Context: an optimization exercise on an open-source flow, tuned for small area and few clock cycles per item. The choices shown serve that exercise and are no tape-out recipe. Where RTL was checked, it was by simulation tests only, not by an equivalence proof against the original.

## yuv420_crop_rotate_mirror_address
module yuv420_crop_rotate_mirror_address (
  input  logic                                 clk,
  input  logic                                 rst_n,
  input  logic                                 cfg_psel,
  input  logic                                 cfg_penable,
  input  logic                                 cfg_pwrite,
  input  logic [yuvcrm_pkg::CFG_ADDR_W-1:0]    cfg_paddr,
  input  logic [yuvcrm_pkg::CFG_DATA_W-1:0]    cfg_pwdata,
  output logic [yuvcrm_pkg::CFG_DATA_W-1:0]    cfg_prdata,
  output logic                                 cfg_pready,
  input  logic                                 in_tvalid,
  output logic                                 in_tready,
  input  logic [31:0]                          in_tdata,   
  input  logic [yuvcrm_pkg::PLANE_W-1:0]       in_tuser,   
  output logic                                 out_tvalid,
  input  logic                                 out_tready,
  ...
Size in the first run: about 0.013 mm² of cells after synthesis.
export LEC_CHECK = 0
export ABC_AREA = 1
export CAP_MARGIN = 20
export CORE_MARGIN = 2
export CORE_UTILIZATION = 40
export CTS_BUF_LIST = sky130_fd_sc_hd__clkbuf_8
export SLEW_MARGIN = 20
create_clock -name core_clock -period 6.0 [get_ports {clk}]
standard.sh (not shown) runs the stock make flow with config.mk's settings and CLKGATE_MAP_FILE= SYNTH_SCRIPT=/design/flow/synth_recipe.tcl, a recipe that flattens the netlist after the stock synthesis.
==> flow/flow/run.sh <==
#!/bin/bash
# The standard layout (the standard.sh: ORFS synthesis through finish), with one
# change: the buffers that placement puts on every input and output port are the
# platform's smallest plain buffer instead of the cell buffer_ports picks by itself.
set -euo pipefail
export BUFFER_PORTS_ARGS="-buffer_cell sky130_fd_sc_hd__buf_1"
bash standard.sh > standard.log 2>&1
Edit:
--- a/flow/design.v
+++ b/flow/design.v
@@ -63,48 +63,43 @@
       3'd1:    cfg_prdata = 32'(in_w_r);
       3'd2:    cfg_prdata = 32'(in_h_r);
       3'd3:    cfg_prdata = 32'(crop_w_r);
       3'd4:    cfg_prdata = 32'(crop_h_r);
       default: cfg_prdata = '0;
     endcase
   end
-  function automatic logic [DIM_W:0] rsub(input logic [DIM_W-1:0] a, input logic [DIM_W-1:0] b);
-    logic c;
-    logic [DIM_W-1:0] nb;
-    nb = ~b;
-    c  = 1'b1;
-    for (int i = 0; i < DIM_W; i++) begin
-      rsub[i] = a[i] ^ nb[i] ^ c;
-      c       = (a[i] & nb[i]) | (a[i] & c) | (nb[i] & c);
-    end
-    rsub[DIM_W] = !c;
-  endfunction
   function automatic logic [7:0] radd7(input logic [6:0] a, input logic [6:0] b, input logic ci);
     logic c;
     c = ci;
     for (int i = 0; i < 7; i++) begin
       radd7[i] = a[i] ^ b[i] ^ c;
       c        = (a[i] & b[i]) | (a[i] & c) | (b[i] & c);
     end
     radd7[7] = c;
   endfunction
   logic             mode_rot, mode_mir;
   logic [DIM_W-1:0] lim_y, lim_z;
-  logic [DIM_W:0]   w_diff, h_diff;
+  logic [7:0]       w_lo, h_lo, w_hi, h_hi;
+  logic             w_c_r, h_c_r;
   logic             cfg_ok_r;
   logic [DIM_W-1:0] lo_r;
   assign mode_mir = (mode_r == 2'd2);
   assign mode_rot = (mode_r == 2'd1);
   assign lim_y    = mode_mir ? crop_w_r : crop_h_r;
   assign lim_z    = mode_mir ? crop_h_r : crop_w_r;
-  assign w_diff   = rsub(in_w_r, crop_w_r);
-  assign h_diff   = rsub(in_h_r, crop_h_r);
+  assign w_lo = radd7(in_w_r[6:0], ~crop_w_r[6:0], 1'b1);
+  assign h_lo = radd7(in_h_r[6:0], ~crop_h_r[6:0], 1'b1);
+  assign w_hi = radd7({1'b0, in_w_r[DIM_W-1:7]}, {1'b1, ~crop_w_r[DIM_W-1:7]}, w_c_r);
+  assign h_hi = radd7({1'b0, in_h_r[DIM_W-1:7]}, {1'b1, ~crop_h_r[DIM_W-1:7]}, h_c_r);
   always_ff @(posedge clk) begin
-    lo_r     <= mode_mir ? w_diff[DIM_W-1:0] : h_diff[DIM_W-1:0];
-    cfg_ok_r <= (mode_r != 2'd3) && !w_diff[DIM_W] && !h_diff[DIM_W] &&
+    w_c_r             <= w_lo[7];
+    h_c_r             <= h_lo[7];
+    lo_r[6:0]         <= mode_mir ? w_lo[6:0] : h_lo[6:0];
+    lo_r[DIM_W-1:7]   <= mode_mir ? w_hi[5:0] : h_hi[5:0];
+    cfg_ok_r <= (mode_r != 2'd3) && !w_hi[6] && !h_hi[6] &&
                 !(in_w_r[12] && |in_w_r[11:0]) && !(in_h_r[12] && |in_h_r[11:0]);
   end
   logic [POS_W-1:0] in_row, in_col, u, v;
   logic             chroma;
   logic [DIM_W-1:0] lo, yp, lv;
   logic [DIM_W:0]   d_lo, d_hi, d_lv;
   logic             keep;
@@ -770,32 +765,32 @@
   logic pg41;
   assign pg41 = cg[24] | (cp[24] & pg22);
   logic pp41x;
   assign pp41x = cp[24] & pp22x;
   assign sum = {~(cp[24] ^ pg22), ~(cp[23] ^ pg40), ~(cp[22] ^ pg29), ~(cp[21] ^ pg39), ~(cp[20] ^ pg24), ~(cp[19] ^ pg38), ~(cp[18] ^ pg28), ~(cp[17] ^ pg37), ~(cp[16] ^ pg21), ~(cp[15] ^ pg36), ~(cp[14] ^ pg27), ~(cp[13] ^ pg35), ~(cp[12] ^ pg23), ~(cp[11] ^ pg34), ~(cp[10] ^ pg26), ~(cp[9] ^ pg33), ~(cp[8] ^ pg18), ~(cp[7] ^ pg32), ~(cp[6] ^ pg25), ~(cp[5] ^ pg31), ~(cp[4] ^ pg12), ~(cp[3] ^ pg30), ~(cp[2] ^ pg0), ~(cp[1] ^ cg0c), cp[0]};
   logic [1:0]          o_oplane_r;
   logic [SAMPLE_W-1:0] o_sample_r;
-  logic [ADDR_W-1:0]   o_addr_r;
+  logic [ADDR_W:0]     o_sum_r;
   always_ff @(posedge clk) begin
     if (!rst_n) begin
       o_v_r <= 1'b0;
     end else if (go2) begin
       o_v_r <= v_r;
     end
   end
   always_ff @(posedge clk) begin
     if (go2) begin
       o_oplane_r <= oplane_r;
       o_sample_r <= sample_r;
-      o_addr_r   <= chroma_r ? sum[ADDR_W:1] : sum[ADDR_W-1:0];
+      o_sum_r    <= sum;
     end
   end
   assign out_tvalid = o_v_r;
   assign out_tuser  = o_oplane_r;
-  assign out_tdata  = {o_sample_r, o_addr_r};
+  assign out_tdata  = {o_sample_r, |o_oplane_r ? o_sum_r[ADDR_W:1] : o_sum_r[ADDR_W-1:0]};
 endmodule
 module yuvcrm_padd #(parameter int N = 14, parameter int KIND = 1) (
   input  logic [N-1:0] a,
   input  logic [N-1:0] b,
   input  logic         ci,
   output logic [N:0]   s
 );
Hold slack is about the same.
Clock-buffer cell count came out higher by 3.
Global-route usage decreases by 0.98 points.
Utilization decreases by 1.0 points.
Setup slack gets better by 250 ps.
Cell area drops by 1.9%.
Critical path depth is higher by 2.
Die area is about the same.
Testbench counts after the change, summed over its fixed seeds: cycles 58,814, items 58,788.
The RTL of the first run of this note was laid out without a check of its function.

[separate check: timing with driven ports]
The flow's constraints put no driver on any port. The routed layouts listed below were extracted and timed again, unchanged, in two steps.
Step 1 sets driving cells, clkbuf_16 on the clock port and buf_2 on the other inputs (assumed; they add their load-dependent delay and slew).
Step 2 also shifts input and output timing later by t, the mid clock arrival at the registers, as if the neighbouring blocks saw the same clock.
a / b / c = no drivers / after step 1 / after step 2; a / b = the first two.
run | t, ns | setup slack, ns | hold slack, ns | worst data-port slew with drivers (ns)
the first run | 0.538 | 0.228 / 0.228 / 0.228 | 0.423 / 0.423 / 0.423 | 0.04
the second run | 0.534 | 0.478 / 0.478 / 0.460 | 0.426 / 0.426 / 0.426 | 0.04
After both steps setup and hold are still met in every run listed. For the second run, which loses most, drivers alone change the setup slack by 0.000 ns; drivers and shift together by -0.018 ns.
